From an optimization exercise on the open Yosys and OpenROAD flow, aimed at small area, a short achievable clock period and few clock cycles per item; shortcuts taken in it are not production practice.

fjord:
Design ifft_core, start of the top module:
module ifft_core #(
    parameter int N     = 16,
    parameter int LOG2N = 4,
    parameter int DW    = 8,
    parameter int TW    = 8
) (
    input  logic          clk,
    input  logic          rst,
    input  logic          in_valid,
    output logic          in_ready,
    input  logic [DW-1:0] in_re,
    input  logic [DW-1:0] in_im,
    output logic          out_valid,
    input  logic          out_ready,
    output logic [DW-1:0] out_re,
    output logic [DW-1:0] out_im,
    output logic          out_last,
    output logic          busy
);
    localparam int C_X03  = 0;    
    localparam int C_S0   = 1;    
    localparam int C_X12  = 2;    
    localparam int C_S1   = 3;    
    localparam int C_K1   = 4;    
    localparam int C_MA2  = 5;    
    localparam int C_MU2  = 6;    
    localparam int C_SW2  = 7;    
    localparam int C_S2   = 8;    
    localparam int C_R13  = 9;    
    localparam int C_R23  = 10;   
    localparam int C_R33  = 11;   
    localparam int C_PA3  = 12;   
    localparam int C_RO3  = 13;   
    localparam int C_MX3  = 14;   
    localparam int C_MY3  = 15;   
    localparam int C_NG3  = 16;   
    localparam int C_CZ3  = 17;   
    localparam int C_S3   = 18;   
    localparam int C_OLST = 19;   
    localparam int C_OSEL = 20;   
    localparam int NC     = 21;
    function automatic logic [NC-1:0] ctl(input logic [3:0] n);
        logic [3:0] t0, m12, t1, t2a, t2m, t2, t3m, t3;
        logic [2:0] k;
        logic       h, mul, sw;
        t0  = n - 4'd7;
        m12 = n - 4'd9;
        t1  = n - 4'd11;
        t2a = n - 4'd14;
        t2m = n - 4'd15;
        t2  = n - 4'd16;
        t3m = n - 4'd21;
        t3  = n - 4'd22;
        ctl = '0;
        ctl[C_X03] = n[3] & ~n[0];
        ctl[C_S0]  = t0[0];
        ctl[C_X12] = m12[2] & ~m12[1];
        ctl[C_S1]  = t1[1];
        ctl[C_K1]  = t1[0];
        ctl[C_MA2] = t2a[2] & t2a[0];
        ctl[C_MU2] = t2m[2] & t2m[0];
        ctl[C_SW2] = t2m[2] & t2m[1];
        ctl[C_S2]  = t2[2];
        k = t3m[2:0];
        h = t3m[3];
        mul = h & (k[1:0] != 2'd0);
        sw  = (k[1:0] == 2'd3) ^ k[2];
        ctl[C_R13] = (k[1:0] == 2'd1);
  ...
export LEC_CHECK = 0
export CAP_MARGIN = 20
export CORE_MARGIN = 2
export CORE_UTILIZATION = 25
export PLACE_DENSITY = 0.45
export SLEW_MARGIN = 20
create_clock -name core_clock -period 15.0 [get_ports {clk}]
standard.sh (not shown) runs the stock make flow with config.mk's settings and CLKGATE_MAP_FILE= SYNTH_SCRIPT=/design/flow/synth_recipe.tcl, a recipe that flattens the netlist after the stock synthesis.
==> flow/flow/run.sh <==
#!/bin/bash
# Standard layout, with timing repair asked to leave SETUP_SLACK_MARGIN ns of
# setup slack at the design's clock (so it works towards a shorter period),
# and a clock tree of smaller buffers without dummy balancing loads.
# The synthesis is the standard one, unchanged. Each step's output goes to a log here.
set -euo pipefail
MARGIN=$(cat flow/margin.txt)
CTS="$(cat flow/cts_args.txt)"
bash standard.sh synth > synth.log 2>&1
bash standard.sh SETUP_SLACK_MARGIN="$MARGIN" CTS_ARGS="$CTS" finish > layout.log 2>&1
==> flow/flow/cts_args.txt <==
-sink_clustering_enable -repair_clock_nets -dont_use_dummy_load -sink_clustering_size 24 -buf_list sky130_fd_sc_hd__clkbuf_8
==> flow/flow/margin.txt <==
10.75
[inputs] yarrow vs fjord
--- a/flow/design.v
+++ b/flow/design.v
@@ -208,16 +208,16 @@
         logic       h, mul, sw;
         t0  = n - 4'd7;
         m12 = n - 4'd9;
         t1  = n - 4'd11;
         t2a = n - 4'd14;
         t2m = n - 4'd15;
         t2  = n - 4'd16;
-        t3m = n - 4'd21;
-        t3  = n - 4'd22;
+        t3m = n - 4'd22;
+        t3  = n - 4'd23;
         ctl = '0;
         ctl[C_X03] = n[3] & ~n[0];
         ctl[C_S0]  = t0[0];
         ctl[C_X12] = m12[2] & ~m12[1];
         ctl[C_S1]  = t1[1];
         ctl[C_K1]  = t1[0];
         ctl[C_MA2] = t2a[2] & t2a[0];
@@ -234,16 +234,16 @@
         ctl[C_PA3] = ~h | (k == 3'd0);
         ctl[C_RO3] = h & (k == 3'd4);
         ctl[C_MX3] = mul & ~sw;
         ctl[C_MY3] = mul & sw;
         ctl[C_NG3] = h & k[2];
         ctl[C_CZ3] = mul & k[2];
         ctl[C_S3]  = t3[3];
-        ctl[C_OLST] = (n == 4'd13);
-        ctl[C_OSEL] = (n == 4'd0) || (n >= 4'd14);
+        ctl[C_OLST] = (n == 4'd14);
+        ctl[C_OSEL] = (n == 4'd0) || (n >= 4'd15);
     endfunction
     logic          adv_q, in_ready_n_q, busy_q;
     logic [3:0]    icnt_q, acnt_q;
     logic          ph_q, f0_q, f1_q, f2_q;
     logic          iv_q, hv_q, sv_q;
     logic [1:0]    nowed_q;
     logic [NC-1:0] c_q;
@@ -438,16 +438,14 @@
             m2_neg <= w2_neg;
             m2_cz  <= w2_cz;
         end
     end
     logic [7:0] dl2_re [4];
     logic [7:0] dl2_im [4];
     logic [7:0] a2_re, a2_im, b2_re, b2_im, r2_re, r2_im;
-    assign r2_re = c_q[C_S2] ? a2_re : dl2_re[3];
-    assign r2_im = c_q[C_S2] ? a2_im : dl2_im[3];
     ifft_butterfly u_bf2 (
         .a_re  (dl2_re[3]),
         .a_im  (dl2_im[3]),
         .u_re  (m2_re),
         .u_im  (m2_im),
         .neg   (m2_neg),
         .cz    (m2_cz),
@@ -458,16 +456,25 @@
     );
     always_ff @(posedge clk) begin
         if (adv_q) begin
             for (int i = 1; i < 4; i++) begin
                 dl2_re[i] <= dl2_re[i-1];
                 dl2_im[i] <= dl2_im[i-1];
             end
-            dl2_re[0] <= c_q[C_S2] ? b2_re : m2_re[7:0];
-            dl2_im[0] <= c_q[C_S2] ? b2_im : m2_im[7:0];
+            if (c_q[C_S2]) begin
+                r2_re     <= a2_re;
+                r2_im     <= a2_im;
+                dl2_re[0] <= b2_re;
+                dl2_im[0] <= b2_im;
+            end else begin
+                r2_re     <= dl2_re[3];
+                r2_im     <= dl2_im[3];
+                dl2_re[0] <= m2_re[7:0];
+                dl2_im[0] <= m2_im[7:0];
+            end
         end
     end
     logic [8:0] v3_re5, v3_im5, n3_re5, n3_im5;
     logic [7:0] n3_re, n3_im;
     ifft_tw3a u_tw3a (
         .b_re (r2_re),
         .b_im (r2_im),
--- outcome ---
Every stage of the flow completed for yarrow, and the final layout passed the timing, DRC and antenna checks.
[compare] base=fjord new=yarrow: post-synthesis to final-layout area growth lower; multiplexer fraction of the synthesized cell area higher.
When yarrow is set beside fjord, its clock buffer count from CTS turns out to be about 9% larger.
Die size: yarrow exceeds fjord
Run comparison: yarrow end point of the critical path in_ready; fjord end point of the critical path n3_re5[6]$_DFFE_PP_
Taking fjord as the reference, in yarrow maximum frequency climbed 1.8%; global-route wire length before repair climbed 710 um; worst setup skew after layout barely changed.
Global routing usage on met2 in yarrow is 0.81 points higher than in fjord
Looking at via count across fjord and yarrow, the one that comes out lower is yarrow.
Of the two values seen for source of the critical timing path, in_ready_n_q$_DFF_PN0_ was produced by yarrow and dl2_re[3][0]$_DFFE_PP_ by fjord.
Compared with fjord, yarrow shows a arrival time of data at the critical path endpoint that is 3.52 ns lower.
Summary of yarrow over fjord: count of distinct cell types in the synthesized netlist went down; number of placement rows rose 0.74%.
Function was not checked in any run of this note: the RTL went through the layout flow alone.

==> re-timing with driven ports <==
The flow's constraints put no driver on any port. The routed layouts listed below were extracted and timed again, unchanged, in two steps.
Step 1, drivers: a clkbuf_16 drives clk and a buf_2 each remaining input, both assumed.
Step 2 moves the port delays by t, midway between the first and last clock arrival at a register: inputs arrive t later, outputs are due t later. That takes back most of the time a late clock gives input paths.
Slacks: ideal / step 1 / step 2; pairs: ideal / step 1.
run | shift t [ns] | setup WS [ns] | clock arrival spread, ns | worst register clock-pin slew, ns
fjord | 0.799 | 10.538 / 10.538 / 10.147 | 0.113 / 0.113 | 0.06 / 0.06
yarrow | 0.807 | 10.619 / 10.551 / 10.173 | 0.177 / 0.178 | 0.07 / 0.07
After both steps setup and hold are still met in every run listed. The setup slack of yarrow, which loses most, moves by -0.068 ns with the drivers and by -0.446 ns with both steps.
